This design comes from an exercise in tuning for small area, a short achievable clock period and few clock cycles on the open sky130 flow, not from production work.
Function was checked by simulation only, so behaviour that the tests miss may differ from the original.

==> flow/design.v <==
`default_nettype none
package matmul_pkg;
	typedef logic [16-1:0] mm_addr_t;  
	typedef logic [32-1:0] mm_data_t;  
	typedef logic [16-1:0]  mm_dim_t;   
	typedef enum logic [1:0] {
		IDLE   = 2'd0,  
		HEADER = 2'd1,  
		ISSUE  = 2'd2,  
		DRAIN  = 2'd3   
	} seq_state_t;
endpackage
`default_nettype wire
`timescale 1ns/10ps
`default_nettype none
module matmul_sequencer (
	input  logic                clk,
	input  logic                reset_n,
	input  logic                dut_valid,
	output logic                dut_ready,
	output matmul_pkg::mm_addr_t a_rd_addr,
	input  matmul_pkg::mm_data_t a_rd_data,
	output matmul_pkg::mm_addr_t b_rd_addr,
	input  matmul_pkg::mm_data_t b_rd_data,
	output logic                elem_valid,
	output logic                elem_first,
	output logic                elem_last,
	output logic                job_last,
	input  logic                job_done
);
	matmul_pkg::seq_state_t state;
	logic       hdr_wait;  
	matmul_pkg::mm_dim_t m_dim, k_dim, n_dim;
	matmul_pkg::mm_dim_t hdr_m, hdr_k, hdr_n;
	matmul_pkg::mm_dim_t  i_cnt, j_cnt, k_cnt;
	matmul_pkg::mm_addr_t a_row_base;  
	matmul_pkg::mm_addr_t b_col_base;  
	matmul_pkg::mm_dim_t  i_nxt, j_nxt, k_nxt;
	matmul_pkg::mm_addr_t a_nxt, b_nxt;
	matmul_pkg::mm_addr_t a_row_nxt, b_col_nxt;
	logic     last_k, last_j;
	logic     first_nxt, last_nxt, job_last_nxt;
	assign dut_ready = (state == matmul_pkg::IDLE);
	assign hdr_m = a_rd_data[32-1 -: 16];
	assign hdr_k = a_rd_data[16-1:0];
	assign hdr_n = b_rd_data[16-1:0];
	assign last_k = (k_cnt == k_dim - 16'(1));
	assign last_j = (j_cnt == n_dim - 16'(1));
	always_comb begin
		k_nxt     = k_cnt + 16'(1);
		j_nxt     = j_cnt;
		i_nxt     = i_cnt;
		a_nxt     = a_rd_addr + 16'(1);
		b_nxt     = b_rd_addr + 16'(1);
		a_row_nxt = a_row_base;
		b_col_nxt = b_col_base;
		if (last_k) begin
			k_nxt = '0;
			if (last_j) begin
				j_nxt     = '0;
				i_nxt     = i_cnt + 16'(1);
				a_row_nxt = a_row_base + matmul_pkg::mm_addr_t'(k_dim);
				a_nxt     = a_row_nxt;
				b_col_nxt = 16'(1);
				b_nxt     = 16'(1);
			end else begin
				j_nxt     = j_cnt + 16'(1);
				a_nxt     = a_row_base;
				b_col_nxt = b_col_base + matmul_pkg::mm_addr_t'(k_dim);
				b_nxt     = b_col_nxt;
			end
		end
	end
	assign first_nxt    = (k_nxt == '0);
	assign last_nxt     = (k_nxt == k_dim - 16'(1));
	assign job_last_nxt = last_nxt && (j_nxt == n_dim - 16'(1)) &&
		(i_nxt == m_dim - 16'(1));
	always_ff @(posedge clk) begin
		if (state == matmul_pkg::HEADER && !hdr_wait) begin
			m_dim <= hdr_m;
			k_dim <= hdr_k;
			n_dim <= hdr_n;  
		end
	end
	always_ff @(posedge clk or negedge reset_n) begin
		if (!reset_n) begin
			state      <= matmul_pkg::IDLE;
			hdr_wait   <= 1'b0;
			i_cnt      <= '0;
			j_cnt      <= '0;
			k_cnt      <= '0;
			a_row_base <= '0;
			b_col_base <= '0;
			a_rd_addr  <= '0;
			b_rd_addr  <= '0;
			elem_valid <= 1'b0;
			elem_first <= 1'b0;
			elem_last  <= 1'b0;
			job_last   <= 1'b0;
		end else begin
			case (state)
				matmul_pkg::IDLE: begin
					if (dut_valid) begin
						state     <= matmul_pkg::HEADER;
						hdr_wait  <= 1'b1;
						a_rd_addr <= '0;  
						b_rd_addr <= '0;
					end
				end
				matmul_pkg::HEADER: begin
					if (hdr_wait) begin
						hdr_wait <= 1'b0;
					end else begin
						state      <= matmul_pkg::ISSUE;
						i_cnt      <= '0;
						j_cnt      <= '0;
						k_cnt      <= '0;
						a_row_base <= 16'(1);
						b_col_base <= 16'(1);
						a_rd_addr  <= 16'(1);
						b_rd_addr  <= 16'(1);
						elem_valid <= 1'b1;
						elem_first <= 1'b1;
						elem_last  <= (hdr_k == 16'(1));
						job_last   <= (hdr_m == 16'(1)) &&
							(hdr_k == 16'(1)) && (hdr_n == 16'(1));
					end
				end
				matmul_pkg::ISSUE: begin
					if (job_last) begin  
						state      <= matmul_pkg::DRAIN;
						elem_valid <= 1'b0;
						elem_first <= 1'b0;
						elem_last  <= 1'b0;
						job_last   <= 1'b0;
					end else begin
						i_cnt      <= i_nxt;
						j_cnt      <= j_nxt;
						k_cnt      <= k_nxt;
						a_row_base <= a_row_nxt;
						b_col_base <= b_col_nxt;
						a_rd_addr  <= a_nxt;
						b_rd_addr  <= b_nxt;
						elem_first <= first_nxt;
						elem_last  <= last_nxt;
						job_last   <= job_last_nxt;
					end
				end
				matmul_pkg::DRAIN: begin
					if (job_done)
						state <= matmul_pkg::IDLE;
				end
				default: state <= matmul_pkg::IDLE;
			endcase
		end
	end
endmodule
`default_nettype wire
`timescale 1ns/10ps
`default_nettype none
module mac_accumulate (
	input  logic                clk,
	input  logic                reset_n,
	input  matmul_pkg::mm_data_t a_rd_data,
	input  matmul_pkg::mm_data_t b_rd_data,
	input  logic                elem_valid,
	input  logic                elem_first,
	input  logic                elem_last,
	input  logic                job_last,
	output logic                sum_valid,
	output matmul_pkg::mm_data_t sum,
	output logic                sum_final
);
	logic d_valid, d_first, d_last, d_job_last;
	matmul_pkg::mm_data_t prod;
	matmul_pkg::mm_data_t acc;
	matmul_pkg::mm_data_t acc_nxt;
	assign prod    = a_rd_data * b_rd_data;      
	assign acc_nxt = (d_first ? '0 : acc) + prod;  
	always_ff @(posedge clk or negedge reset_n) begin
		if (!reset_n) begin
			d_valid    <= 1'b0;
			d_first    <= 1'b0;
			d_last     <= 1'b0;
			d_job_last <= 1'b0;
			sum_valid  <= 1'b0;
			sum_final  <= 1'b0;
		end else begin
			d_valid    <= elem_valid;
			d_first    <= elem_first;
			d_last     <= elem_last;
			d_job_last <= job_last;
			sum_valid  <= d_valid && d_last;
			sum_final  <= d_valid && d_last && d_job_last;
		end
	end
	always_ff @(posedge clk) begin
		if (d_valid) begin
			acc <= acc_nxt;
			if (d_last)
				sum <= acc_nxt;  
		end
	end
endmodule
`default_nettype wire
`timescale 1ns/10ps
`default_nettype none
module result_writer (
	input  logic                clk,
	input  logic                reset_n,
	input  logic                sum_valid,
	input  matmul_pkg::mm_data_t sum,
	input  logic                sum_final,
	output logic                c_wr_en,
	output matmul_pkg::mm_addr_t c_wr_addr,
	output matmul_pkg::mm_data_t c_wr_data,
	output logic                job_done
);
	matmul_pkg::mm_addr_t wr_ptr;  
	always_ff @(posedge clk or negedge reset_n) begin
		if (!reset_n) begin
			c_wr_en   <= 1'b0;
			c_wr_addr <= '0;
			wr_ptr    <= '0;
			job_done  <= 1'b0;
		end else begin
			c_wr_en  <= sum_valid;
			job_done <= sum_valid && sum_final;  
			if (sum_valid) begin
				c_wr_addr <= wr_ptr;
				if (sum_final)
					wr_ptr <= '0;
				else
					wr_ptr <= wr_ptr + 16'(1);
			end
		end
	end
	always_ff @(posedge clk) begin
		if (sum_valid)
			c_wr_data <= sum;
	end
endmodule
`default_nettype wire
`timescale 1ns/10ps
`default_nettype none
module matmul_top (
	input  logic                clk,
	input  logic                reset_n,
	input  logic                dut_valid,
	output logic                dut_ready,
	output matmul_pkg::mm_addr_t a_rd_addr,
	input  matmul_pkg::mm_data_t a_rd_data,
	output matmul_pkg::mm_addr_t b_rd_addr,
	input  matmul_pkg::mm_data_t b_rd_data,
	output logic                c_wr_en,
	output matmul_pkg::mm_addr_t c_wr_addr,
	output matmul_pkg::mm_data_t c_wr_data
);
	logic     elem_valid;
	logic     elem_first;
	logic     elem_last;
	logic     job_last;
	logic     sum_valid;
	matmul_pkg::mm_data_t sum;
	logic     sum_final;
	logic     job_done;
	matmul_sequencer u_sequencer (
		.clk        (clk),
		.reset_n    (reset_n),
		.dut_valid  (dut_valid),
		.dut_ready  (dut_ready),
		.a_rd_addr  (a_rd_addr),
		.a_rd_data  (a_rd_data),
		.b_rd_addr  (b_rd_addr),
		.b_rd_data  (b_rd_data),
		.elem_valid (elem_valid),
		.elem_first (elem_first),
		.elem_last  (elem_last),
		.job_last   (job_last),
		.job_done   (job_done)
	);
	mac_accumulate u_mac (
		.clk        (clk),
		.reset_n    (reset_n),
		.a_rd_data  (a_rd_data),
		.b_rd_data  (b_rd_data),
		.elem_valid (elem_valid),
		.elem_first (elem_first),
		.elem_last  (elem_last),
		.job_last   (job_last),
		.sum_valid  (sum_valid),
		.sum        (sum),
		.sum_final  (sum_final)
	);
	result_writer u_writer (
		.clk        (clk),
		.reset_n    (reset_n),
		.sum_valid  (sum_valid),
		.sum        (sum),
		.sum_final  (sum_final),
		.c_wr_en    (c_wr_en),
		.c_wr_addr  (c_wr_addr),
		.c_wr_data  (c_wr_data),
		.job_done   (job_done)
	);
endmodule
`default_nettype wire
==> flow/run.sh <==
#!/bin/bash
# synth_recipe.tcl (not shown) runs the flow's synth.tcl, then flattens the netlist and writes it again
# the make line also repeats each setting of config.mk as NAME=value (left out here)
make -C /OpenROAD-flow-scripts/flow DESIGN_CONFIG=/design/flow/config.mk WORK_HOME=/design/flow/orfs CLKGATE_MAP_FILE= SYNTH_SCRIPT=/design/flow/synth_recipe.tcl finish
==> flow/config.mk <==
export PLATFORM = sky130hd
export DESIGN_NAME = matmul_top
export DESIGN_NICKNAME = matmul_top
export VERILOG_FILES = /design/flow/design.v
export SDC_FILE = /design/flow/constraint.sdc
export NUM_CORES = 4
export LEC_CHECK = 0
export CAP_MARGIN = 20
export CORE_MARGIN = 2
export CORE_UTILIZATION = 40
export SLEW_MARGIN = 20
==> flow/constraint.sdc <==
create_clock -name core_clock -period 10.0 [get_ports {clk}]
set_input_delay 2.0000 -clock core_clock [delete_from_list [all_inputs] [get_ports {clk}]]
set_output_delay 2.0000 -clock core_clock [all_outputs]
set_load 0.01 [all_outputs]
==> results.toml <==
[synthesis]
ys_ff_latch = 303
syn_area_mm2 = 0.0343
synthCells = 3672
synth_edf_count = 144
avgSynthCellArea_um2 = 9.35
synth_warnings = 3
async_flop_share = 0.525
synth_flop_cell = "dfrtp_1"
ys_top_cells_by_area = "fa_1, edfxtp_1, dfrtp_1"
synth_top_area_share = 0.257
yosysSeqAreaShare = 0.242
syn_nets = 4346
ys_types = 91
synth_top_cell_by_area = "fa_1"

[floorplan]
core_area_mm2 = 0.0851
die_h_um = 297
die_area_mm2 = 0.0881
die_x_um = 297
rows = 107
floorplan.initialDensity = 0.403
pin_count = 149

[final_layout]
layout-drive-gt1-share = 0.0598
most-common-layout-cells = "inv_1, fa_1, nand2_1"
seq_area_mm2 = 0.00831
final_common_cell = "inv_1"
fill_cells = 8314
top_regs = "u_mac.acc: 32 flops, u_mac.sum: 32 flops, u_writer.c_wr_data: 32 flops"
final_area_mm2 = 0.0387
nNetsFinal = 4459
areaGrowthSynthToFinish_pct = 12.9
multi_input_area_mm2 = 0.0232

[sta]
clock.fmax_mhz = 107
setup_viol = 0
slew_headroom = 0.320
skew_ps = 28.2
tns_ps = 0
hold_viol_final = 0
period_share = 0.931
drv_slew = 0
min_period_ps = 9310
tightest_slew_ps = 1020
rsz0062_at_grt = "false"

[clock_network]
cts_buffers = 39
cts.reportedPaths.clkPinSlew_ps = 60
cts_setup_buffers = 0
cts_tree = "yes"
cts_hold_buffers = 0
cts.repair.resized = 0
cts_root_buffer = "clkbuf_16"
h-tree-depth = 2
clock-sinks = 303
clk_path_buf_depth = 3
clkLatencyLatePin_ps = 590

[global_route]
grt_util_all_layers = 0.239
grt.overflow.total = 0
grt_pass1_wl_um = 164000
grt_pass1_vias = 27300
grt_max_degree = 98
antenna_found_initial = 6

[setup_path]
r2r-start = "u_mac.d_first"
r2r_slack_ps = 1960
slowest_stage = "clkdlybuf4s50_1"
crit_type = "in2reg"
slowest_delay_ps = 680
cp_common_cell = "fa_1"
cp_data_arrival_time_ps = 9610
rr_worst_depth = 28
critPathRequiredTime_ps = 10300
setup.worst_path.start_class = "input pin"
rr_endpoint = "u_mac.sum[31]"
endpoint_kind = "flip-flop"
path_max_fanout = 13

[min_path]
hp-class = "reg2reg"
hold_depth = 0
min_to = "u_mac.d_first"
min-delay-start = "u_sequencer.elem_first"

[routing]
via_per_inst = 5.38
drc = 0
ant_nets = 0
first_pass_iters = 5
drt-initial-drc-count = 2163
dr_total_vias = 26700
drt_wl_total_um = 105000
wl_per_cell_um = 21.1

[flow_run]
max_cap_violations = 0

[placed_design]
io_buffers = 148
dpl_cell_area_mm2 = 0.0375
dp_hpwl_um = 81400
gp_congestion = 0.957

[status]
status = "no timing/DRC/antenna violations"
[synthesized netlist by cell type, drive strengths merged (7+ instances only)]
cell type  instances
inv              554
fa               440
nand2            431
and2             330
xnor2            172
o21ai            169
ha               167
clkbuf           164
dfrtp            159
edfxtp           144
nor2             116
a21oi             90
nand3             81
xor2              66
nor3              57
and3              42
nor2b             33
nor4              33
nand2b            32
a22o              30
nand4             28
o31ai             28
mux2              24
or3               24
a21o              21
buf               16
nand3b            16
or4               16
a31oi             15
o211ai            13
o21bai            12
nor3b              9
o22ai              9
mux2i              7
o2111ai            7
o41ai              7
[critical path, delay by kind of cell]
kind            cells  cell delay, ps
compound gates      4             770
xor+xnor            1             100
fa+ha+maj           9            4320
buf+inv             8            1330
simple gates        6            1080
[through the flow]
stage,instances,setup WS [ps],util,hold slack [ps]
after detailed placement,4888,134,0.440,371
after floorplan,3672,1040,-,354
after global placement,4888,104,0.440,364
after global routing,4957,427,0.455,393
after CTS,4957,740,0.455,376
final,4958,690,0.455,378
[worst max path at each step]
stage / slack, ps / to / start / cells after the start
3_5_place_dp: 130 / u_mac.sum[31] / b_rd_data[0] / 28
2_1_floorplan: 1040 / u_mac.acc[29] / a_rd_data[5] / 25
3_3_place_gp: 100 / u_mac.acc[31] / b_rd_data[3] / 27
4_1_cts: 740 / u_mac.sum[31] / b_rd_data[0] / 29
5_1_grt: 430 / u_mac.acc[29] / b_rd_data[0] / 28
6_report: 690 / u_mac.sum[31] / b_rd_data[3] / 28
[layer usage]
| layer | GRT usage | wire length [µm] |
|---|---|---|
| met2 | 0.381 | 48300 |
| met5 | 0 | 35 |
| met3 | 0.0491 | 7990 |
| met1 | 0.329 | 45100 |
| met4 | 0.0719 | 3200 |
[kinds of logic after synthesis]
logic type / synth area share
buf+inv: 0.0823
compound gates: 0.0920
mux: 0.00992
flops: 0.242
xor+xnor: 0.0640
simple gates: 0.192
fa+ha+maj: 0.318
[final cells by class]
class,count,area share
Timing Repair Buffer,253,0.0628
Multi-Input combinational cell,2633,0.599
Tap cell,1144,0.0369
Inverter,555,0.0538
Clock buffer,53,0.0281
Sequential cell,303,0.214
Clock inverter,16,0.00491
Antenna cell,1,0.0000646
Testbench counts, summed over its fixed seeds: cycles 13,787.

## what the ideal ports hide
The results above use ideal ports. As a check the final layout listed here was re-extracted and re-timed, cells and wires unchanged. Step 1: set_driving_cell puts a clkbuf_16 on clk and a buf_2 on each other input, an assumption about the parent block. Step 2 also shifts input and output timing later by t, the mid clock arrival at the registers, as if the neighbouring blocks saw the same clock. a / b / c = ideal ports / drivers / drivers and shift; a / b = the first two.
shift t [ns]: 0.647
slack for setup (ns): 0.690 / 0.653 / 0.006
clock arrival spread, ns: 0.029 / 0.030
After both steps this run still meets setup and hold. The setup slack of this run moves by -0.037 ns with the drivers and by -0.684 ns with both steps.
